Background: an optimization exercise with open tools, aiming at small area, a short achievable clock period and few clock cycles per item. Do not read the settings as production practice.
At most, simulation tests tie the RTL to the original design; equivalence was not proved.

Design ieee754_mul_arb, start of the top module:
module ieee754_mul_arb (
  input  logic        clk,
  input  logic        rst_n,
  input  logic        req0_valid,
  input  logic [31:0] req0_a,
  input  logic [31:0] req0_b,
  output logic        req0_ready,
  input  logic        req1_valid,
  input  logic [31:0] req1_a,
  input  logic [31:0] req1_b,
  output logic        req1_ready,
  output logic        rsp_valid,
  input  logic        rsp_ready,
  output logic        rsp_id,
  output logic [31:0] rsp_s,
  output logic        rsp_ovf,
  output logic        rsp_unf
);
==> flow/config.mk <==
export PLATFORM = sky130hd
export DESIGN_NAME = ieee754_mul_arb
export DESIGN_NICKNAME = ieee754_mul_arb
export VERILOG_FILES = /design/flow/design.v
export SDC_FILE = /design/flow/constraint.sdc
export NUM_CORES = 4
export LEC_CHECK = 0
export CAP_MARGIN = 20
export CORE_MARGIN = 2
export CORE_UTILIZATION = 55
export SLEW_MARGIN = 20
export SYNTH_HIERARCHICAL = 1
==> flow/constraint.sdc <==
create_clock -name core_clock -period 10.5 [get_ports {clk}]
set_input_delay 2.1000 -clock core_clock [delete_from_list [all_inputs] [get_ports {clk}]]
set_output_delay 2.1000 -clock core_clock [all_outputs]
set_load 0.01 [all_outputs]
standard.sh (not shown) runs the stock make flow with config.mk's settings and CLKGATE_MAP_FILE= SYNTH_SCRIPT=/design/flow/synth_recipe.tcl, a recipe that flattens the netlist after the stock synthesis.
==> flow/flow/run.sh <==
#!/bin/bash
# The standard layout (standard.sh) with changes to how it is made, not to what it must meet
# (the clock and constraints are the design's):
#  - timing repair aims at a setup slack of SETUP_SLACK_MARGIN ns instead of the default;
#  - the buffers that every port gets are buf_2 cells instead of the default delay buffers;
#  - clock tree synthesis builds the tree from clkbuf_8 cells (clkbuf_16 at the root) and adds
#    no dummy loads.
# standard.sh's output goes to standard.log here; each ORFS step logs to orfs/logs/.
set -euo pipefail
export SETUP_SLACK_MARGIN=7.0
export BUFFER_PORTS_ARGS="-buffer_cell sky130_fd_sc_hd__buf_2"
export CTS_ARGS="-sink_clustering_enable -repair_clock_nets -dont_use_dummy_load -root_buf sky130_fd_sc_hd__clkbuf_16 -buf_list sky130_fd_sc_hd__clkbuf_8"
bash standard.sh > standard.log 2>&1
Testbench counts at the start, summed over its fixed seeds: cycles 4,120, items 4,096.
==> next run, changes <==
--- a/flow/design.v
+++ b/flow/design.v
@@ -1929,14 +1929,25 @@
   assign ca22 = ug814;
   assign cb22 = ~(ug814 & ut815);
   csa_xn u_s0x22 (.a(px22), .b(ca22), .y(s0x22));
   csa_x2 u_s1x22 (.a(px22), .b(cb22), .y(s1x22));
   assign t0[22] = s0x22;
   assign t1[22] = s1x22;
 endmodule
+module tz23 (
+  input  logic [22:0] f,
+  output logic [4:0]  n
+);
+  always_comb begin
+    n = 5'd23;
+    for (int i = 22; i >= 0; i--) begin
+      if (f[i]) n = 5'(i);
+    end
+  end
+endmodule
 module ieee754_mul_arb (
   input  logic        clk,
   input  logic        rst_n,
   input  logic        req0_valid,
   input  logic [31:0] req0_a,
   input  logic [31:0] req0_b,
   output logic        req0_ready,
@@ -2020,15 +2031,16 @@
       id1_q  <= turn_q;
     end
   end
   logic [7:0]  ea, eb;
   logic        a_zero, b_zero, a_inf, b_inf, a_nan, b_nan;
   logic        nan_a, inf_a, zero_a;
   logic [9:0]  esum_a;
-  logic [23:0] tza, tzb;
+  logic [4:0]  tza, tzb;
+  logic [5:0]  tzs;
   logic        st_lo_a, st_hi_a;
   logic [11:0] bneg;
   logic [47:0] r0_a, r1_a;
   logic        c10_a;
   logic [22:0] bf;
   always_comb begin
     for (int i = 0; i < 11; i++) bf[2*i+1] = bodd1_q[i];
@@ -2043,26 +2055,19 @@
   assign b_inf  = (eb == 8'hff) && (bf == 23'd0);
   assign a_nan  = (ea == 8'hff) && (a1_q[22:0] != 23'd0);
   assign b_nan  = (eb == 8'hff) && (bf != 23'd0);
   assign nan_a  = a_nan | b_nan | (a_inf & b_zero) | (b_inf & a_zero);
   assign inf_a  = a_inf | b_inf;
   assign zero_a = a_zero | b_zero;
   assign esum_a = {2'b00, ea} + {2'b00, eb} - 10'd127;
-  always_comb begin
-    tza[0] = 1'b1;
-    tzb[0] = 1'b1;
-    for (int k = 1; k < 24; k++) begin
-      tza[k] = tza[k-1] & ~a1_q[k-1];
-      tzb[k] = tzb[k-1] & ~bf[k-1];
-    end
-    st_lo_a = 1'b1;                    
-    st_hi_a = 1'b1;                    
-    for (int k = 0; k < 23; k++) if (tza[k] && tzb[22-k]) st_lo_a = 1'b0;
-    for (int k = 0; k < 24; k++) if (tza[k] && tzb[23-k]) st_hi_a = 1'b0;
-  end
+  tz23 u_tza (.f(a1_q[22:0]), .n(tza));
+  tz23 u_tzb (.f(bf), .n(tzb));
+  assign tzs     = {1'b0, tza} + {1'b0, tzb};
+  assign st_lo_a = (tzs < 6'd22);    
+  assign st_hi_a = (tzs < 6'd23);    
   always_comb begin
     for (int i = 0; i < 11; i++) bneg[i] = bodd1_q[i];
     bneg[11] = 1'b1;
   end
   mul_tree u_tree (
     .ma   ({1'b1, a1_q[22:0]}),
     .bneg (bneg),
The new run ran to the end with no violations.
Design area rose by 2.4%.
Count of clock-buffer cells in the layout increases by 2.
Via count grows by 3.6%.
Worst setup slack gets worse by 26 ps.
Critical path depth drops by 1.
Hold slack gains 3.2 ps.
Core utilization stays flat.
Clock skew rose by 5.8 ps.
Wire length rose by about 4%.
Die area rose by 2.2%.
Global-route usage goes up by 0.37 points.
Sequential share of layout area goes down by 0.57 points.
For the second run of this note, only the layout was checked, not whether the RTL still works.

==> what the ideal ports hide <==
In the flow no input, the clock included, has a driving cell. The finished layouts below were timed again as built, in two steps.
Step 1: set_driving_cell puts a clkbuf_16 on clk and a buf_2 on each other input, an assumption about the parent block.
Step 2 also shifts input and output timing later by t, the mid clock arrival at the registers, as if the neighbouring blocks saw the same clock.
a / b / c = ideal ports / drivers / drivers and shift; a / b = the first two.
run	shift t [ns]	slack for setup (ns)	cell pins on the clock port's net
the first run	0.580	7.074 / 7.074 / 6.753	1
the second run	0.584	7.049 / 7.049 / 6.790	1
After both steps every run listed still meets setup and hold. For the first run, which loses most, drivers alone change the setup slack by 0.000 ns; drivers and shift together by -0.321 ns.
